This design comes from an exercise in tuning for small area and few clock cycles per item on the open sky130 flow, not from production work. At most, simulation tests tie the RTL to the original design; equivalence was not proved. Power is estimated from default activity; no workload was simulated.

==> flow/design.v <==
package lprd_pkg;
  localparam int unsigned ByteW   = 8;
  localparam int unsigned WordW   = 32;
  localparam int unsigned ErrW    = 3;
  localparam int unsigned FieldW  = 2;
  localparam int unsigned CurW    = 30;
  localparam int unsigned TdByteLsb  = 0;
  localparam int unsigned TdArgLsb   = TdByteLsb + ByteW;
  localparam int unsigned TdEndBit   = TdArgLsb + WordW;
  localparam int unsigned TdCountLsb = TdEndBit + 1;
  localparam int unsigned TdErrLsb   = TdCountLsb + WordW;
  localparam int unsigned TdUsedW    = TdErrLsb + ErrW;
  localparam int unsigned OutTdataW  = ((TdUsedW + 7) / 8) * 8;
  localparam int unsigned TdPadW     = OutTdataW - TdUsedW;
  localparam int unsigned CfgIdxW = 1;
  localparam logic [CfgIdxW-1:0] CfgMaxFrameBytes = 1'd0;
  localparam logic [CfgIdxW-1:0] CfgMaxArguments  = 1'd1;
  localparam logic [WordW-1:0] MaxFrameBytesRst = 32'd33554432;
  localparam logic [WordW-1:0] MaxArgumentsRst  = 32'd200000;
  localparam logic [WordW-1:0] FieldBytes       = 32'd4;
  typedef enum logic [1:0] {
    PH_FRAME_LEN,
    PH_ARG_COUNT,
    PH_ARG_LEN,
    PH_ARG_DATA
  } phase_e;
  typedef enum logic [ErrW-1:0] {
    ERR_NONE          = 3'd0,
    ERR_TOO_LONG      = 3'd1,
    ERR_TOO_MANY_ARGS = 3'd2,
    ERR_OVERRUN       = 3'd3,
    ERR_TRAILING      = 3'd4
  } err_e;
  typedef struct packed {
    logic [WordW-1:0] max_frame_bytes;
    logic [WordW-1:0] max_arguments;
  } lprd_limits_t;
  typedef struct packed {
    err_e             error_code;
    logic [WordW-1:0] frame_arg_count;
    logic             frame_done;
    logic             arg_end;
    logic [WordW-1:0] arg_number;
    logic [ByteW-1:0] data_byte;
    logic             data_valid;
  } lprd_result_t;
endpackage
import lprd_pkg::*;
module lprd_in_reg (
  input  logic                       clk_i,
  input  logic                       rst_ni,
  input  logic                       s_valid_i,
  output logic                       s_ready_o,
  input  logic [lprd_pkg::ByteW-1:0] s_data_i,
  input  logic                       take_i,
  output logic                       valid_o,
  output logic [lprd_pkg::ByteW-1:0] data_o
);
  logic             valid_q, valid_d;
  logic [ByteW-1:0] data_q;
  logic             load;
  assign s_ready_o = !valid_q || take_i;
  assign load      = s_valid_i && s_ready_o;
  assign valid_d   = load || (valid_q && !take_i);
  always_ff @(posedge clk_i or negedge rst_ni) begin
    if (!rst_ni) begin
      valid_q <= 1'b0;
    end else begin
      valid_q <= valid_d;
    end
  end
  always_ff @(posedge clk_i) begin
    if (load) begin
      data_q <= s_data_i;
    end
  end
  assign valid_o = valid_q;
  assign data_o  = data_q;
endmodule
import lprd_pkg::*;
module lprd_out_reg (
  input  lprd_pkg::lprd_result_t         result_i,
  output logic [lprd_pkg::OutTdataW-1:0] m_data_o,
  output logic                           m_last_o,
  output logic                           m_user_o
);
  assign m_data_o = {{TdPadW{1'b0}}, result_i.error_code, result_i.frame_arg_count,
                     result_i.arg_end, result_i.arg_number, result_i.data_byte};
  assign m_last_o = result_i.frame_done;
  assign m_user_o = result_i.data_valid;
endmodule
import lprd_pkg::*;
module lprd_parser (
  input  logic                       clk_i,
  input  logic                       rst_ni,
  input  logic                       step_i,
  input  logic [lprd_pkg::ByteW-1:0] byte_i,
  input  lprd_pkg::lprd_limits_t     limits_i,
  output lprd_pkg::lprd_result_t     result_o
);
  lprd_pkg::phase_e   phase_q, phase_d;
  lprd_pkg::err_e     err_q, err_d, err_new;
  logic [FieldW-1:0]  pos_q;
  logic [WordW-1:0]   acc_q;    
  logic [WordW-1:0]   fbl_q;    
  logic [WordW-1:0]   cnt_q;    
  logic [CurW-1:0]    cur_q;    
  logic [WordW-1:0]   acc_new;
  logic [CurW-1:0]    cur_inc;
  logic               in_data, field_done, finish, boundary, args_zero;
  logic               fbl_zero, fbl_short;
  logic               ev_data, ev_end, ev_done, ok;
  logic [WordW-1:0]   cmp_op;
  logic               cmp_gt;
  assign acc_new    = {acc_q[WordW-ByteW-1:0], byte_i};
  logic [WordW-1:0] fbl_dec, acc_dec;
  logic [WordW:0]   fbl_bw, acc_bw;
  logic [CurW:0]    cur_cy;
  assign fbl_bw[0] = 1'b1;
  assign acc_bw[0] = 1'b1;
  assign cur_cy[0] = 1'b1;
  for (genvar i = 0; i < WordW; i++) begin : g_dec
    assign fbl_dec[i]  = fbl_q[i] ^ fbl_bw[i];
    assign fbl_bw[i+1] = ~fbl_q[i] & fbl_bw[i];
    assign acc_dec[i]  = acc_q[i] ^ acc_bw[i];
    assign acc_bw[i+1] = ~acc_q[i] & acc_bw[i];
  end
  for (genvar i = 0; i < CurW; i++) begin : g_inc
    assign cur_inc[i]  = cur_q[i] ^ cur_cy[i];
    assign cur_cy[i+1] = cur_q[i] & cur_cy[i];
  end
  assign in_data    = (phase_q == PH_ARG_DATA);
  assign field_done = !in_data && (pos_q == '1);
  assign fbl_zero   = (fbl_q[WordW-1:1] == '0);
  assign fbl_short  = (fbl_q[WordW-1:3] == '0) && (fbl_q[2:0] <= 3'd4);
  always_comb begin
    case (phase_q)
      PH_FRAME_LEN: cmp_op = limits_i.max_frame_bytes;
      PH_ARG_COUNT: cmp_op = limits_i.max_arguments;
      default:      cmp_op = fbl_q;
    endcase
  end
  logic [WordW:0] cmp_c;
  assign cmp_c[0] = phase_q[1];
  for (genvar i = 0; i < WordW; i++) begin : g_cmp
    assign cmp_c[i+1] = (acc_new[i] & ~cmp_op[i]) | ((acc_new[i] | ~cmp_op[i]) & cmp_c[i]);
  end
  assign cmp_gt = cmp_c[WordW];
  always_comb begin
    phase_d   = phase_q;
    err_new   = ERR_NONE;
    finish    = 1'b0;
    boundary  = 1'b0;
    args_zero = 1'b0;
    ev_done   = 1'b0;
    if (in_data) begin
      if (acc_q == WordW'(1)) begin
        finish = 1'b1;
      end
    end else if (field_done) begin
      case (phase_q)
        PH_FRAME_LEN: begin
          if (cmp_gt) begin
            err_new = ERR_TOO_LONG;
          end else if (acc_new < FieldBytes) begin
            err_new = ERR_OVERRUN;
          end else begin
            phase_d = PH_ARG_COUNT;
          end
        end
        PH_ARG_COUNT: begin
          if (cmp_gt) begin
            err_new = ERR_TOO_MANY_ARGS;
          end else begin
            boundary  = 1'b1;
            args_zero = (acc_new == '0);
          end
        end
        default: begin   
          if (cmp_gt) begin
            err_new = ERR_OVERRUN;
          end else if (acc_new == '0) begin
            finish = 1'b1;
          end else begin
            phase_d = PH_ARG_DATA;
          end
        end
      endcase
    end
    if (finish) begin
      boundary  = 1'b1;
      args_zero = (cnt_q[WordW-1:CurW] == '0) && (cnt_q[CurW-1:0] == cur_inc);
    end
    if (boundary) begin
      if (args_zero) begin
        if (fbl_zero) begin
          ev_done = 1'b1;
          phase_d = PH_FRAME_LEN;
        end else begin
          err_new = ERR_TRAILING;
        end
      end else if (fbl_short) begin
        err_new = ERR_OVERRUN;
      end else begin
        phase_d = PH_ARG_LEN;
      end
    end
  end
  assign err_d   = (err_q != ERR_NONE) ? err_q : err_new;
  assign ok      = (err_d == ERR_NONE);
  assign ev_data = in_data;
  assign ev_end  = finish;
  always_comb begin
    result_o                 = '0;
    result_o.error_code      = err_d;
    if (ok) begin
      result_o.data_valid      = ev_data;
      result_o.data_byte       = ev_data ? byte_i : '0;
      result_o.arg_number      = (ev_data || ev_end) ? WordW'(cur_q) : '0;
      result_o.arg_end         = ev_end;
      result_o.frame_done      = ev_done;
      result_o.frame_arg_count = (ev_done && finish) ? cnt_q : '0;
    end
  end
  always_ff @(posedge clk_i or negedge rst_ni) begin
    if (!rst_ni) begin
      phase_q <= PH_FRAME_LEN;
      pos_q   <= '0;
      err_q   <= ERR_NONE;
    end else if (step_i) begin
      phase_q <= phase_d;
      if (!in_data) begin
        pos_q <= pos_q + FieldW'(1);
      end
      err_q   <= err_d;
    end
  end
  always_ff @(posedge clk_i) begin
    if (step_i) begin
      acc_q <= in_data ? acc_dec : acc_new;
      fbl_q <= (phase_q == PH_FRAME_LEN) ? acc_new : fbl_dec;
      if (phase_q == PH_ARG_COUNT) begin
        cnt_q <= acc_new;
      end
      if (phase_q == PH_FRAME_LEN) begin
        cur_q <= '0;
      end else if (finish) begin
        cur_q <= cur_inc;
      end
    end
  end
endmodule
import lprd_pkg::*;
module length_prefixed_request_deframer_top (
  input  logic                           clk_i,
  input  logic                           rst_ni,
  input  logic                           s_axis_tvalid,
  output logic                           s_axis_tready,
  input  logic [lprd_pkg::ByteW-1:0]     s_axis_tdata,    
  output logic                           m_axis_tvalid,
  input  logic                           m_axis_tready,
  output logic [lprd_pkg::OutTdataW-1:0] m_axis_tdata,
  output logic                           m_axis_tlast,    
  output logic                           m_axis_tuser,    
  input  logic                           cfg_we_i,
  input  logic [lprd_pkg::CfgIdxW-1:0]   cfg_index_i,
  input  logic [lprd_pkg::WordW-1:0]     cfg_wdata_i
);
  lprd_pkg::lprd_limits_t     limits_q;
  logic             in_valid, step;
  logic [ByteW-1:0] in_byte;
  lprd_pkg::lprd_result_t     result;
  always_ff @(posedge clk_i or negedge rst_ni) begin
    if (!rst_ni) begin
      limits_q.max_frame_bytes <= MaxFrameBytesRst;
      limits_q.max_arguments   <= MaxArgumentsRst;
    end else if (cfg_we_i) begin
      if (cfg_index_i == CfgMaxFrameBytes) begin
        limits_q.max_frame_bytes <= cfg_wdata_i;
      end else begin
        limits_q.max_arguments   <= cfg_wdata_i;
      end
    end
  end
  assign step = in_valid && m_axis_tready;
  lprd_in_reg u_in_reg (
    .clk_i     (clk_i),
    .rst_ni    (rst_ni),
    .s_valid_i (s_axis_tvalid),
    .s_ready_o (s_axis_tready),
    .s_data_i  (s_axis_tdata),
    .take_i    (m_axis_tready),
    .valid_o   (in_valid),
    .data_o    (in_byte)
  );
  lprd_parser u_parser (
    .clk_i    (clk_i),
    .rst_ni   (rst_ni),
    .step_i   (step),
    .byte_i   (in_byte),
    .limits_i (limits_q),
    .result_o (result)
  );
  lprd_out_reg u_out_reg (
    .result_i (result),
    .m_data_o (m_axis_tdata),
    .m_last_o (m_axis_tlast),
    .m_user_o (m_axis_tuser)
  );
  assign m_axis_tvalid = in_valid;
endmodule
Settings: LEC_CHECK=0, CAP_MARGIN=20, CORE_MARGIN=2, CORE_UTILIZATION=40, SLEW_MARGIN=20; clock period 7.0 ns.
run.sh (not shown) runs the stock make flow with config.mk's settings and CLKGATE_MAP_FILE= SYNTH_SCRIPT=/design/flow/synth_recipe.tcl, a recipe that flattens the netlist after the stock synthesis.
The first run reached the layout checks and failed them: setup timing.
Change:
--- a/flow/design.v
+++ b/flow/design.v
@@ -110,42 +110,12 @@
   logic               in_data, field_done, finish, boundary, args_zero;
   logic               fbl_zero, fbl_short;
   logic               ev_data, ev_end, ev_done, ok;
-  logic [WordW-1:0]   cmp_op;
-  logic               cmp_gt;
   assign acc_new    = {acc_q[WordW-ByteW-1:0], byte_i};
-  logic [WordW-1:0] fbl_dec, acc_dec;
-  logic [WordW:0]   fbl_bw, acc_bw;
-  logic [CurW:0]    cur_cy;
-  assign fbl_bw[0] = 1'b1;
-  assign acc_bw[0] = 1'b1;
-  assign cur_cy[0] = 1'b1;
-  for (genvar i = 0; i < WordW; i++) begin : g_dec
-    assign fbl_dec[i]  = fbl_q[i] ^ fbl_bw[i];
-    assign fbl_bw[i+1] = ~fbl_q[i] & fbl_bw[i];
-    assign acc_dec[i]  = acc_q[i] ^ acc_bw[i];
-    assign acc_bw[i+1] = ~acc_q[i] & acc_bw[i];
-  end
-  for (genvar i = 0; i < CurW; i++) begin : g_inc
-    assign cur_inc[i]  = cur_q[i] ^ cur_cy[i];
-    assign cur_cy[i+1] = cur_q[i] & cur_cy[i];
-  end
+  assign cur_inc    = cur_q + CurW'(1);
   assign in_data    = (phase_q == PH_ARG_DATA);
   assign field_done = !in_data && (pos_q == '1);
   assign fbl_zero   = (fbl_q[WordW-1:1] == '0);
   assign fbl_short  = (fbl_q[WordW-1:3] == '0) && (fbl_q[2:0] <= 3'd4);
-  always_comb begin
-    case (phase_q)
-      PH_FRAME_LEN: cmp_op = limits_i.max_frame_bytes;
-      PH_ARG_COUNT: cmp_op = limits_i.max_arguments;
-      default:      cmp_op = fbl_q;
-    endcase
-  end
-  logic [WordW:0] cmp_c;
-  assign cmp_c[0] = phase_q[1];
-  for (genvar i = 0; i < WordW; i++) begin : g_cmp
-    assign cmp_c[i+1] = (acc_new[i] & ~cmp_op[i]) | ((acc_new[i] | ~cmp_op[i]) & cmp_c[i]);
-  end
-  assign cmp_gt = cmp_c[WordW];
   always_comb begin
     phase_d   = phase_q;
     err_new   = ERR_NONE;
@@ -160,7 +130,7 @@
     end else if (field_done) begin
       case (phase_q)
         PH_FRAME_LEN: begin
-          if (cmp_gt) begin
+          if (acc_new > limits_i.max_frame_bytes) begin
             err_new = ERR_TOO_LONG;
           end else if (acc_new < FieldBytes) begin
             err_new = ERR_OVERRUN;
@@ -169,7 +139,7 @@
           end
         end
         PH_ARG_COUNT: begin
-          if (cmp_gt) begin
+          if (acc_new > limits_i.max_arguments) begin
             err_new = ERR_TOO_MANY_ARGS;
           end else begin
             boundary  = 1'b1;
@@ -177,7 +147,7 @@
           end
         end
         default: begin   
-          if (cmp_gt) begin
+          if (acc_new >= fbl_q) begin
             err_new = ERR_OVERRUN;
           end else if (acc_new == '0) begin
             finish = 1'b1;
@@ -237,8 +207,8 @@
   end
   always_ff @(posedge clk_i) begin
     if (step_i) begin
-      acc_q <= in_data ? acc_dec : acc_new;
-      fbl_q <= (phase_q == PH_FRAME_LEN) ? acc_new : fbl_dec;
+      acc_q <= in_data ? acc_q - WordW'(1) : acc_new;
+      fbl_q <= (phase_q == PH_FRAME_LEN) ? acc_new : fbl_q - WordW'(1);
       if (phase_q == PH_ARG_COUNT) begin
         cnt_q <= acc_new;
       end
With this change the flow completed without violations; core utilization fell by 4.5 points; power came out higher by a few percent; global-route usage grows by 2.1 points; worst setup slack gets better by 2.1 ns; combinational power went up by roughly a tenth; cell area climbs by a few percent; sequential cell count stays the same; routed wire length rose by a quarter to a third; critical path depth falls by 31.
Testbench counts after the change, summed over its fixed seeds: cycles 28,313, items 28,305.
No functional check of the RTL was part of the first run of this note.

## what the ideal ports hide
Ports are ideal in the flow. The routed layouts listed here were re-timed in OpenROAD.
Step 1: set_driving_cell puts a clkbuf_16 on clk_i and a buf_2 on each other input, an assumption about the parent block.
Step 2 moves the port delays by t, midway between the first and last clock arrival at a register: inputs arrive t later, outputs are due t later. That takes back most of the time a late clock gives input paths.
Slacks: no drivers / after step 1 / after step 2; pairs: no drivers / after step 1.
| run | t, ns | setup slack, ns | worst register clock-pin slew, ns | pins driven straight from the clock port |
|---|---|---|---|---|
| the first run | 0.561 | -1.694 / -1.743 / -1.182 | 0.06 / 0.06 | 1 |
| the second run | 0.589 | 0.415 / 0.364 / 0.953 | 0.06 / 0.06 | 1 |
